Background: an optimization exercise with open tools, aiming at small area, a short achievable clock period and few clock cycles per item. Do not read the settings as production practice. Only simulation tests tie the RTL to the original design; equivalence was not proved. Power figures rest on the tool's default switching activity, not on a simulated workload.

v59:
## data_memory_ctrl
module data_memory_ctrl (
  input  logic        clk,
  input  logic        rst,
  input  logic        req_valid,
  output logic        req_ready,
  input  logic        req_we,
  input  logic [2:0]  req_funct3,
  input  logic [31:0] req_addr,
  input  logic [31:0] req_wdata,
  output logic        rsp_valid,
  output logic [31:0] rsp_rdata,
  output logic        rsp_err
);
  logic        illegal, misalign, out_of_range, fault;
  logic [3:0]  be;
  logic [31:0] wlanes;
  always_comb begin
    be       = 4'b0000;
    wlanes   = req_wdata;
    misalign = 1'b0;
    illegal  = 1'b0;
    case (req_funct3)
      3'b000, 3'b100: begin
        be      = 4'b0001 << req_addr[1:0];
        wlanes  = {4{req_wdata[7:0]}};
        illegal = req_we && req_funct3[2];
      end
      3'b001, 3'b101: begin
        be       = req_addr[1] ? 4'b1100 : 4'b0011;
        wlanes   = {2{req_wdata[15:0]}};
        misalign = req_addr[0];
        illegal  = req_we && req_funct3[2];
      end
      3'b010: begin
        be       = 4'b1111;
        misalign = |req_addr[1:0];
      end
      default: illegal = 1'b1;
    endcase
    out_of_range = |req_addr[31:8];
  ...
export LEC_CHECK = 0
export ABC_CLOCK_PERIOD_IN_PS = 2500
export CAP_MARGIN = 20
export CORE_MARGIN = 2
export CORE_UTILIZATION = 65
export CTS_CLUSTER_DIAMETER = 120
export CTS_CLUSTER_SIZE = 25
export SETUP_SLACK_MARGIN = 3.3
export SLEW_MARGIN = 20
export SYNTH_HIERARCHICAL = 1
create_clock -name core_clock -period 5.5 [get_ports {clk}]
standard.sh (not shown) runs the stock make flow with config.mk's settings and CLKGATE_MAP_FILE= SYNTH_SCRIPT=/design/flow/synth_recipe.tcl, a recipe that flattens the netlist after the stock synthesis.
==> flow/flow/run.sh <==
#!/bin/bash
set -euo pipefail
bash standard.sh \
  MATCH_CELL_FOOTPRINT=0 \
  "BUFFER_PORTS_ARGS=-buffer_cell sky130_fd_sc_hd__buf_2" \
  "CTS_ARGS=-sink_clustering_enable -repair_clock_nets -sink_clustering_size 25 -sink_clustering_max_diameter 120 -dont_use_dummy_load" \
  finish > flow_make.log 2>&1
Testbench counts of v59, summed over its fixed seeds: cycles 12,024, items 12,000.
#### Input delta (v10 over v59)
Settings: changing CORE_UTILIZATION from 65 to 60.
Findings:
v10: full flow OK, the timing, design-rule and antenna checks passed
As far as final area is concerned, v10 and v59 perform about the same.
Between v10 and v59, the tap cell count is lower for v59.
Cmp v10 and v59 / routed wire length / lower: v59
Comparing v10 against v59, there is no change at all in logic depth of the worst register-to-register path.
## Diff of input files: v54 against v10
Settings: a change of SETUP_SLACK_MARGIN from 3.3 to 3.5; a change of CORE_UTILIZATION from 60 to 65.
Findings:
Utilization, v54 and v10: lower on v10
Diff v10 -> v54: initial antenna violation count went down; worst stage delay on the critical path went up; cell area went up.
When v54 is measured against v10, its sequential share of layout area turns out 0.90 points lower.
v54 leaves less setup margin than v10.
v54 reports its capture point of the critical path as word2_q[17] while v10 reports rsp_rdata[5].
v54: starting density of the core higher than v10
Looking at placed instance count across v54 and v10, the one that comes out lower is v54.
### v54 -> v12
Settings: changing CORE_UTILIZATION from 65 to 70.
==> results.txt <==
v54 -> v12: clock network fraction of design power flat
v12 vs. v54: sequential logic power down about 2%, per-cell routed wire length down 1.4 microns, relative max-transition margin down 5.3 points.
v54 vs v12, type of the worst setup path: register to register vs register to output port
Input changes introduced in v28 (baseline for comparison: v12):
Settings: SETUP_SLACK_MARGIN now 3.3, was 3.5.
## What came out
v28 went all the way through the flow, and no timing, DRC or antenna check failed. Relative to v12, post-detailed-route via-to-cell ratio has decreased by 0.61% in v28. Diff v12 -> v28 | count of plain and timing-repair buffers in the layout | decrease of 38. v28 ended up with word2_q[16] as its capture point of the worst path; v12 ended up with rsp_rdata[1]. v28 ended with less post-layout worst setup margin than v12. Compared v12 against v28; via count of the first global-routing pass within noise. The run showing the smaller met3 global-route usage is v12.

========
data_memory_ctrl, a different RTL version from the one above (not shown whole).
Size: about 4000 cells after synthesis, ~2200 flip-flops, roughly 77000 um2 of cells after synthesis.
==> flow/config.mk <==
export PLATFORM = sky130hd
export DESIGN_NAME = data_memory_ctrl
export DESIGN_NICKNAME = data_memory_ctrl
export VERILOG_FILES = /design/flow/design.v
export SDC_FILE = /design/flow/constraint.sdc
export NUM_CORES = 4
export LEC_CHECK = 0
export ABC_CLOCK_PERIOD_IN_PS = 2500
export CAP_MARGIN = 20
export CORE_MARGIN = 2
export CORE_UTILIZATION = 70
export CTS_CLUSTER_DIAMETER = 120
export CTS_CLUSTER_SIZE = 25
export SETUP_SLACK_MARGIN = 3.0
export SLEW_MARGIN = 20
export SYNTH_HIERARCHICAL = 1
==> flow/constraint.sdc <==
create_clock -name core_clock -period 5.5 [get_ports {clk}]
set_input_delay 1.1000 -clock core_clock [delete_from_list [all_inputs] [get_ports {clk}]]
set_output_delay 1.1000 -clock core_clock [all_outputs]
set_load 0.01 [all_outputs]
Scripts as last shown in full above: flow/flow/run.sh
Testbench counts at the start, summed over its fixed seeds: cycles 12,024, items 12,000.
Rerun with:
Settings changed: SETUP_SLACK_MARGIN 3.0 to 3.3.
Effect:
- global-route usage is about the same
- worst setup slack is better by 140 ps
- final cell count stays flat
- core utilization rose by 0.54 points
- total power stays flat
- first-iteration DRC count fell by 1.8%
- sequential power barely changes
- die area stays the same
- non-clock buffer count rose by 2
- routed wire length rose by 0.39%
- register-to-register slack is better by 210 ps

-- re-timing with driven ports --
How much do the figures lean on ideal ports? The routed layouts below were timed once more, with nothing changed but the port constraints.
Step 1 (the two cells are an assumption about what drives the block):
set clk [get_ports {clk}]
set_driving_cell -lib_cell sky130_fd_sc_hd__clkbuf_16 $clk
set_driving_cell -lib_cell sky130_fd_sc_hd__buf_2 [delete_from_list [all_inputs] $clk]
Step 2 also shifts input and output timing later by t, the mid clock arrival at the registers, as if the neighbouring blocks saw the same clock.
Slacks: ideal / step 1 / step 2; pairs: ideal / step 1.
run	shift t [ns]	slack for setup (ns)	worst hold slack (ns)	pins driven straight from the clock port
v59	0.795	3.182 / 3.108 / 2.616	0.335 / 0.335 / 0.335	1
v10	0.786	3.193 / 3.118 / 2.618	0.330 / 0.330 / 0.330	1
v54	0.799	3.127 / 3.115 / 2.779	0.337 / 0.337 / 0.337	1
v12	0.798	3.183 / 3.101 / 2.799	0.336 / 0.336 / 0.336	1
v28	0.798	3.162 / 3.089 / 2.549	0.330 / 0.330 / 0.330	1
the first run of note 2	0.778	3.045 / 3.030 / 2.862	0.354 / 0.354 / 0.354	1
the second run of note 2	0.780	3.185 / 3.106 / 2.857	0.350 / 0.350 / 0.350	1
After both steps setup and hold are still met in every run listed. The setup slack of v28, which loses most, moves by -0.073 ns with the drivers and by -0.613 ns with both steps.
